What follows belongs to an exercise in optimizing a design on an open flow for small area, a short achievable clock period and few clock cycles per item; a production flow would make more cautious choices.
Where RTL was checked, it was by simulation tests only, not by an equivalence proof against the original.

// anemometer_period_speed_meter_top
module anemometer_period_speed_meter_top (
  input  logic                           clk_i,
  input  logic                           rst_ni,
  input  logic                           in_valid_i,
  output logic                           in_ready_o,
  input  apm_pkg::in_word_t              in_word_i,
  output logic                           out_valid_o,
  input  logic                           out_ready_i,
  output apm_pkg::out_word_t             out_word_o,
  input  logic                           cfg_we_i,
  input  logic [apm_pkg::CfgIdxBits-1:0] cfg_index_i,
  input  logic [apm_pkg::DataBits-1:0]   cfg_data_i
);
export LEC_CHECK = 0
export ABC_AREA = 1
export CAP_MARGIN = 20
export CORE_MARGIN = 2
export CORE_UTILIZATION = 40
export SETUP_SLACK_MARGIN = 5
export SLEW_MARGIN = 20
create_clock -name core_clock -period 9.0 [get_ports {clk_i}]
run.sh (not shown) runs the stock make flow with config.mk's settings and CLKGATE_MAP_FILE= SYNTH_SCRIPT=/design/flow/synth_recipe.tcl, a recipe that flattens the netlist after the stock synthesis.
==> next run, changes <==
--- a/flow/config.mk
+++ b/flow/config.mk
@@ -7,3 +7,2 @@
 export LEC_CHECK = 0
-export ABC_AREA = 1
 export CAP_MARGIN = 20
Global-route usage came out lower by 2.0 points.
Synthesized cell count shrinks by 28%.
Wire length falls by 14%.
Cell area went down by 5.4%.
Function was not checked in any run of this note: the RTL went through the layout flow alone.

---

== run A ==
Another version of the RTL of anemometer_period_speed_meter_top (not shown whole).
Size: roughly 460 flip-flops, about 230 I/O pins, ~29000 um2 of cells after synthesis.
Settings: LEC_CHECK=0, CAP_MARGIN=0, CORE_MARGIN=2, CORE_UTILIZATION=40, SETUP_SLACK_MARGIN=5, SLEW_MARGIN=0; clock period 9.0 ns.
Run A: PASS, flow complete, no timing, DRC or antenna violations
Testbench counts of run A, summed over its fixed seeds: cycles 20,519, items 1,920.
#### Input delta (run B over run A)
# run A
export LEC_CHECK = 0
export CAP_MARGIN = 0
export CORE_MARGIN = 2
export CORE_UTILIZATION = 40
export SETUP_SLACK_MARGIN = 5
export SLEW_MARGIN = 0
create_clock -name core_clock -period 9.0 [get_ports {clk_i}]
# run B
export LEC_CHECK = 0
export CAP_MARGIN = 20
export CORE_MARGIN = 2
export CORE_UTILIZATION = 60
export PLACE_DENSITY = 0.7
export SETUP_SLACK_MARGIN = 5
export SLEW_MARGIN = 20
create_clock -name core_clock -period 9.0 [get_ports {clk_i}]
--- outcome ---
- Compare run A and run B | fmax higher: run A
- Run B reports its slowest library cell on the worst path as sky130_fd_sc_hd__a221oi_1 while run A reports sky130_fd_sc_hd__clkdlybuf4s50_1.
- [run B vs run A] clock skew: higher in run B
- First-pass iteration count of the detailed router in run B is 3 higher than in run A
- Summary of run B over run A: wire length reported by the detailed router went down by 5.8%, worst-path maximum fanout went down by 22, required time at the endpoint of the critical path went up by 2.10 ns.
For run C, these inputs were changed with respect to run B:
# run B
export LEC_CHECK = 0
export CAP_MARGIN = 20
export CORE_MARGIN = 2
export CORE_UTILIZATION = 60
export PLACE_DENSITY = 0.7
export SETUP_SLACK_MARGIN = 5
export SLEW_MARGIN = 20
create_clock -name core_clock -period 9.0 [get_ports {clk_i}]
# run C
export LEC_CHECK = 0
export CAP_MARGIN = 0
export CORE_MARGIN = 2
export CORE_UTILIZATION = 40
export CTS_CLUSTER_DIAMETER = 80
export CTS_CLUSTER_SIZE = 30
export SETUP_SLACK_MARGIN = 5
export SLEW_MARGIN = 0
create_clock -name core_clock -period 9.0 [get_ports {clk_i}]
### Flow results
Going from run B to run C, final area did not really move, number of vias per cell dropped about 9%, sequential share of layout area held.
Run comparison: run C critical path's slowest cell sky130_fd_sc_hd__clkdlybuf4s50_1; run B critical path's slowest cell sky130_fd_sc_hd__a221oi_1
Taking run B as the reference, in run C clock network contribution to total cell area has decreased; buffering overhead has remained practically unchanged; die extent in x has increased.
diff inputs: run C => run D
# run C
export LEC_CHECK = 0
export CAP_MARGIN = 0
export CORE_MARGIN = 2
export CORE_UTILIZATION = 40
export CTS_CLUSTER_DIAMETER = 80
export CTS_CLUSTER_SIZE = 30
export SETUP_SLACK_MARGIN = 5
export SLEW_MARGIN = 0
create_clock -name core_clock -period 9.0 [get_ports {clk_i}]
# run D
export LEC_CHECK = 0
export CAP_MARGIN = 20
export CORE_MARGIN = 2
export CORE_UTILIZATION = 40
export SETUP_SLACK_MARGIN = 5
export SLEW_MARGIN = 20
create_clock -name core_clock -period 9.0 [get_ports {clk_i}]
[summary]
Slack of the critical path was lower in the run labelled run D. On proportion of synthesized area in mux cells, run C tracks run D almost exactly. Sort run C and run D by hold slack, ascending, and run D comes first. The run with more routed wire is run D, not run C. Summary — count of instances resized after the clock tree is built, run D relative to run C: lower, by 7.7%.
Edits applied to the flow inputs when going from run D to run E:
# run D
export LEC_CHECK = 0
export CAP_MARGIN = 20
export CORE_MARGIN = 2
export CORE_UTILIZATION = 40
export SETUP_SLACK_MARGIN = 5
export SLEW_MARGIN = 20
create_clock -name core_clock -period 9.0 [get_ports {clk_i}]
# run E
export LEC_CHECK = 0
export CAP_MARGIN = 20
export CORE_MARGIN = 2
export CORE_UTILIZATION = 40
export SETUP_SLACK_MARGIN = 4.5
export SLEW_MARGIN = 20
create_clock -name core_clock -period 9.0 [get_ports {clk_i}]
## What came out
- Comparing run D and run E, the lower area added between synthesis and finish was measured on run E.
- Library cell contributing the largest single delay on the critical path: sky130_fd_sc_hd__buf_4 -> run E, sky130_fd_sc_hd__clkdlybuf4s50_1 -> run D
- On run E: part of the cycle the worst path needs is 5.3 points higher than what run D gave.
- Compared with run D, run E shows buffer count from post-CTS setup fixing lower by 8.
- Run comparison: run D category of the most critical setup path reg2out; run E category of the most critical setup path in2reg
- From run D to run E the numbers moved as follows: arrival time at the worst endpoint saw an increase, routed metal-1 wire length went down.

---

run X:
anemometer_period_speed_meter_top, a different RTL version from the one above (not shown whole).
For scale: about 2,800 cells after synthesis, ~230 I/O pins, about 29,000 µm² of cells after synthesis.
Design anemometer_period_speed_meter_top, start of the top module:
module anemometer_period_speed_meter_top (
  input  logic                           clk_i,
  input  logic                           rst_ni,
  input  logic                           in_valid_i,
  output logic                           in_ready_o,
  input  apm_pkg::in_word_t              in_word_i,
  output logic                           out_valid_o,
  input  logic                           out_ready_i,
  output apm_pkg::out_word_t             out_word_o,
  input  logic                           cfg_we_i,
  input  logic [apm_pkg::CfgIdxBits-1:0] cfg_index_i,
  input  logic [apm_pkg::DataBits-1:0]   cfg_data_i
);
  localparam logic [31:0] RpmNum = apm_pkg::RpmQ4Num;
  logic [31:0] deb_q, stop_q, scale_q;
  logic        stg_we_q;
  logic [1:0]  stg_idx_q;
  logic [31:0] stg_data_q;
  always_ff @(posedge clk_i or negedge rst_ni) begin
    if (!rst_ni) begin
      stg_we_q <= 1'b0;
    end else begin
      stg_we_q <= cfg_we_i;
    end
  end
  always_ff @(posedge clk_i) begin
    stg_idx_q  <= cfg_index_i;
    stg_data_q <= cfg_data_i;
  end
  always_ff @(posedge clk_i or negedge rst_ni) begin
    if (!rst_ni) begin
      deb_q   <= apm_pkg::DebounceReset;
      stop_q  <= apm_pkg::StopReset;
      scale_q <= apm_pkg::ScaleReset;
    end else if (stg_we_q) begin
      case (stg_idx_q)
        apm_pkg::CfgDebounce:    deb_q   <= stg_data_q;
  ...
make LEC_CHECK=0 CAP_MARGIN=20 CORE_MARGIN=2 CORE_UTILIZATION=40 SETUP_SLACK_MARGIN=5 SLEW_MARGIN=20 finish   # period 9.0 ns
Run X ended with every stage complete and zero timing, DRC or antenna violations.
Input changes introduced in run R (baseline for comparison: run X):
- clearing SETUP_SLACK_MARGIN, which used to be 5
==> flow/flow/run.sh (new file) <==
#!/bin/bash
set -euo pipefail
bash standard.sh SETUP_SLACK_MARGIN=5.6 finish > standard.log 2>&1
==> flow/standard.sh (new file) <==
#!/bin/bash
# synth_recipe.tcl (not shown) runs the flow's synth.tcl, then flattens the netlist and writes it again
# the make line also repeats each setting of config.mk as NAME=value (left out here)
make -C /OpenROAD-flow-scripts/flow DESIGN_CONFIG=/design/flow/config.mk WORK_HOME=/design/flow/orfs CLKGATE_MAP_FILE= SYNTH_SCRIPT=/design/flow/synth_recipe.tcl "${@:-finish}"
removed: flow/run.sh
Results
The final layout from run R, which completed every stage, passed the timing, design-rule and antenna checks at the end of the flow. Compared with run X, in run R post-layout utilization of the core increased 4.7 points, non-clock buffer instance count of the final layout moved up. Run X ended up with per_q[13] as its worst setup path startpoint; run R ended up with per_q[5].
Function was not checked in any run of this note: the RTL went through the layout flow alone.

---

anemometer_period_speed_meter_top, a different RTL version from the one above (not shown whole).
Size: about 420 flip-flops.
make LEC_CHECK=0 CAP_MARGIN=20 CORE_MARGIN=2 CORE_UTILIZATION=40 SLEW_MARGIN=20 finish   # period 9.0 ns
Stock flow here: none of the scripts above is used.
Next try:
- ABC_CLOCK_PERIOD_IN_PS: unset -> 3500
- The new run passed the timing, design-rule and antenna checks
- clock-buffer cell count is unchanged
- wire length is unchanged
- critical path depth does not change
- via count does not change
No run of this note included a check of the RTL's function; only the layout flow was run.

---

## ember
Another version of the RTL of anemometer_period_speed_meter_top (not shown whole).
Size: roughly 460 flip-flops, about 30000 µm² of cells after synthesis.
## anemometer_period_speed_meter_top
module anemometer_period_speed_meter_top (
  input  logic                           clk_i,
  input  logic                           rst_ni,
  input  logic                           in_valid_i,
  output logic                           in_ready_o,
  input  apm_pkg::in_word_t              in_word_i,
  output logic                           out_valid_o,
  input  logic                           out_ready_i,
  output apm_pkg::out_word_t             out_word_o,
  input  logic                           cfg_we_i,
  input  logic [apm_pkg::CfgIdxBits-1:0] cfg_index_i,
  input  logic [apm_pkg::DataBits-1:0]   cfg_data_i
);
clock: 9.0 ns
lec_check: 0
abc_area: 1
cap_margin: 20
core_margin: 2
core_utilization: 40
slew_margin: 20
ember | stages: all done | timing, DRC, antenna: all pass
Inputs modified between ember and amber:
Settings: ABC_AREA no longer set, was 1.
amber reached the final stage; the timing, design-rule and antenna checks on its layout passed. Looking at amber and ember, the worst stage delay on the critical path is a wash. Looking at first-pass GRT wire length, amber sits about 15% lower than ember does. On antenna cell count: between amber and ember, it ends up higher for ember. Looking at worst setup slack, amber sits 100 ps higher than ember does. Relative to ember, synthesis-to-finish area growth has gone up in amber. [amber] pin count of the biggest net entering global routing rose 10 relative to ember. Changes observed in amber relative to ember: number of global-route vias before repair down 4095.
Edits applied to the flow inputs when going from amber to indigo:
Settings: SETUP_SLACK_MARGIN: unset -> 5.
Notes after the runs:
indigo vs. amber: post-route clock period utilization fell 10 points; sequential share of layout area went down by 0.60 points.
indigo — first-pass GRT wire length 1.0% higher, amber as reference
Looking at master of the slowest instance on the critical path, the sky130_fd_sc_hd__or3_2 result is from indigo; the sky130_fd_sc_hd__clkdlybuf4s50_1 one comes from amber.
Met1 global-route usage: indigo lower than amber
On critical path buffer and inverter count, the higher figure sits with amber, not indigo.
indigo against amber: clock skew has decreased; worst setup slack has increased.
No functional check of the RTL was part of any run of this note.

---

anemometer_period_speed_meter_top with an RTL version that a note above also has.
For scale: ~460 flip-flops.
clock: 9.0 ns
lec_check: 0
cap_margin: 0
core_margin: 2
core_utilization: 40
cts_cluster_diameter: 90
cts_cluster_size: 35
setup_slack_margin: 5
slew_margin: 0
Testbench counts at the start, summed over its fixed seeds: cycles 20,519, items 1,920.
Edit:
==> flow/flow/run.sh (new file) <==
#!/bin/bash
set -euo pipefail
bash standard.sh SETUP_SLACK_MARGIN=5.6 finish > standard.log 2>&1
==> flow/standard.sh (new file) <==
#!/bin/bash
# synth_recipe.tcl (not shown) runs the flow's synth.tcl, then flattens the netlist and writes it again
# the make line also repeats each setting of config.mk as NAME=value (left out here)
make -C /OpenROAD-flow-scripts/flow DESIGN_CONFIG=/design/flow/config.mk WORK_HOME=/design/flow/orfs CLKGATE_MAP_FILE= SYNTH_SCRIPT=/design/flow/synth_recipe.tcl "${@:-finish}"
--- a/flow/config.mk
+++ b/flow/config.mk
@@ -7,8 +7,5 @@
 export LEC_CHECK = 0
-export CAP_MARGIN = 0
+export CAP_MARGIN = 20
 export CORE_MARGIN = 2
 export CORE_UTILIZATION = 40
-export CTS_CLUSTER_DIAMETER = 90
-export CTS_CLUSTER_SIZE = 35
-export SETUP_SLACK_MARGIN = 5
-export SLEW_MARGIN = 0
+export SLEW_MARGIN = 20
removed: flow/run.sh
- The new run ran to the end with no violations
- first-iteration DRC count came out higher by 16%
- worst hold slack gets better by 10 ps
- global-route usage rises by 2.4 points
- maximum frequency grows by 9.4%
- wire length came out higher by 13%
- synthesized area does not change
- core utilization rose by 6.5 points

---

== purple ==
Another version of the RTL of anemometer_period_speed_meter_top (not shown whole).
For scale: ~460 flip-flops, ~230 I/O pins.
export LEC_CHECK = 0
export CAP_MARGIN = 20
export CORE_MARGIN = 2
export CORE_UTILIZATION = 40
export SETUP_SLACK_MARGIN = 5
export SLEW_MARGIN = 20
create_clock -name core_clock -period 9.0 [get_ports {clk_i}]
Stock flow here: none of the scripts above is used.
Relative to purple, the following input files were edited for blue:
# purple
export LEC_CHECK = 0
export CAP_MARGIN = 20
export CORE_MARGIN = 2
export CORE_UTILIZATION = 40
export SETUP_SLACK_MARGIN = 5
export SLEW_MARGIN = 20
create_clock -name core_clock -period 9.0 [get_ports {clk_i}]
# blue
export LEC_CHECK = 0
export CAP_MARGIN = 0
export CORE_MARGIN = 2
export CORE_UTILIZATION = 40
export CTS_CLUSTER_DIAMETER = 90
export CTS_CLUSTER_SIZE = 35
export SETUP_SLACK_MARGIN = 5
export SLEW_MARGIN = 0
create_clock -name core_clock -period 9.0 [get_ports {clk_i}]
Results
- blue vs purple: number of post-CTS setup repair buffers up
- In terms of sum of met2 wire segment lengths after detailed routing, purple and blue differ only marginally.
- The more densely filled core belongs to purple, not blue.
- blue went all the way through synthesis, placement and routing and the layout is clean on timing, DRC and antenna.
- | required time at the endpoint of the critical path | blue vs purple | 0.02 ns higher |
- Delta (blue minus purple): final design area excluding fillers -660 µm², final wirelength -1.3%.
Function was not checked in any run of this note: the RTL went through the layout flow alone.

---

anemometer_period_speed_meter_top, a different RTL version from the one above (not shown whole).
Size in the first run: ~3,900 cells after synthesis, about 230 I/O pins, ~31,000 um2 of cells after synthesis.
clock: 9.0 ns
lec_check: 0
abc_area: 1
cap_margin: 20
core_margin: 2
core_utilization: 40
slew_margin: 20
The starting point completed without violations.
Then changed:
- ABC_AREA: 1 -> not set
Result: Die area falls by 9.9%; hold slack gets better by 0.0071 ns; flip-flop and latch count is unchanged; register-to-register slack loses 1.0 ns; via count is lower by 21%; non-clock buffer count does not change; setup slack got worse by 0.99 ns; routed wire length went down by 18%; global-route usage fell by 2.1 points; utilization increases by 0.24 points.
Function was not checked in any run of this note: the RTL went through the layout flow alone.

---

Setup of rev 12:
Another version of the RTL of anemometer_period_speed_meter_top (not shown whole).
For scale: roughly 3,200 cells after synthesis, ~470 flip-flops, roughly 30,000 um^2 of cells after synthesis.
Settings: LEC_CHECK=0, CAP_MARGIN=0, CORE_MARGIN=2, CORE_UTILIZATION=40, CTS_CLUSTER_DIAMETER=90, CTS_CLUSTER_SIZE=35, SETUP_SLACK_MARGIN=5, SLEW_MARGIN=0; clock period 9.0 ns.
#### Input delta (rev 13 over rev 12)
- changing SLEW_MARGIN from 0 to 20
- removing CTS_CLUSTER_SIZE (formerly 35)
- changing CAP_MARGIN from 0 to 20
- removing CTS_CLUSTER_DIAMETER (formerly 90)
--- outcome ---
Per the final summary, rev 13 finished and its layout is clean on timing, DRC and antenna.
Compare rev 13 and rev 12 | critical path's largest stage delay higher: rev 12
The cell area of rev 13 exceeds that of rev 12 by 550 um^2.
Total nets after synthesis: rev 12 vs rev 13 identical
Comparing rev 13 and rev 12, the higher final period utilization was measured on rev 12.
Between rev 12 and rev 13, the flow reports detailed-route wire length on metal 1 increasing slightly.
Compared with rev 12, rev 13 shows a lower clock-pin slew of the registers on the worst-case setup and hold paths.
Diff rev 12..rev 13 | final antenna-violating net count | unchanged
Rev 13 vs rev 12 on number of standard cells in the layout, taps in and fillers out: rev 13 is the higher one.
No functional check of the RTL was part of any run of this note.

-- port drivers added, routing unchanged --
No port has a modelled driver above. Below, the same layouts with a new extraction and two added sets of constraints.
Step 1 sets driving cells, clkbuf_16 on the clock port and buf_2 on the other inputs (assumed; they add their load-dependent delay and slew).
Step 2 moves the port delays by t, midway between the first and last clock arrival at a register: inputs arrive t later, outputs are due t later. That takes back most of the time a late clock gives input paths.
Three values: ideal ports, drivers, drivers and shift; two values: the first two.
run	t, ns	setup slack, ns	hold slack, ns	clock arrival spread, ns
the first run of note 1	0.673	5.140 / 5.072 / 4.798	0.469 / 0.469 / 0.469	0.038 / 0.038
the second run of note 1	0.661	5.093 / 5.081 / 4.539	0.474 / 0.474 / 0.474	0.029 / 0.029
run A	0.667	5.120 / 5.055 / 4.507	0.461 / 0.461 / 0.461	0.021 / 0.021
run B	0.661	5.080 / 5.049 / 4.478	0.457 / 0.457 / 0.457	0.039 / 0.040
run C	0.641	5.130 / 5.066 / 4.540	0.466 / 0.466 / 0.466	0.029 / 0.029
run D	0.669	5.112 / 5.044 / 4.520	0.463 / 0.463 / 0.463	0.017 / 0.018
run E	0.670	4.631 / 4.678 / 4.008	0.462 / 0.462 / 0.462	0.017 / 0.018
run X	0.688	4.918 / 4.918 / 4.540	0.455 / 0.455 / 0.455	0.056 / 0.057
run R	0.686	4.868 / 4.868 / 4.868	0.468 / 0.468 / 0.468	0.032 / 0.032
the first run of note 4	0.669	2.788 / 2.788 / 2.788	0.487 / 0.487 / 0.487	0.025 / 0.025
the second run of note 4	0.669	2.788 / 2.788 / 2.788	0.487 / 0.487 / 0.487	0.025 / 0.025
ember	0.681	4.134 / 4.071 / 4.421	0.475 / 0.475 / 0.475	0.039 / 0.039
amber	0.679	4.234 / 4.168 / 4.084	0.478 / 0.478 / 0.478	0.054 / 0.053
indigo	0.681	5.159 / 5.100 / 4.629	0.480 / 0.480 / 0.480	0.030 / 0.030
the first run of note 6	0.688	5.107 / 5.038 / 4.537	0.452 / 0.452 / 0.452	0.039 / 0.040
the second run of note 6	0.680	5.440 / 5.440 / 5.006	0.462 / 0.462 / 0.462	0.028 / 0.029
purple	0.680	5.126 / 5.080 / 4.558	0.448 / 0.448 / 0.448	0.038 / 0.038
blue	0.678	5.100 / 5.059 / 4.615	0.463 / 0.463 / 0.463	0.049 / 0.049
the first run of note 8	0.692	5.100 / 5.107 / 4.447	0.479 / 0.479 / 0.479	0.027 / 0.027
the second run of note 8	0.680	4.109 / 4.109 / 4.029	0.486 / 0.486 / 0.486	0.033 / 0.033
rev 12	0.655	5.072 / 5.072 / 4.797	0.468 / 0.468 / 0.468	0.047 / 0.046
rev 13	0.685	5.100 / 5.100 / 4.711	0.454 / 0.454 / 0.454	0.041 / 0.040
After both steps setup and hold are still met in every run listed. The setup slack of the first run of note 8, which loses most, moves by +0.007 ns with the drivers and by -0.653 ns with both steps.
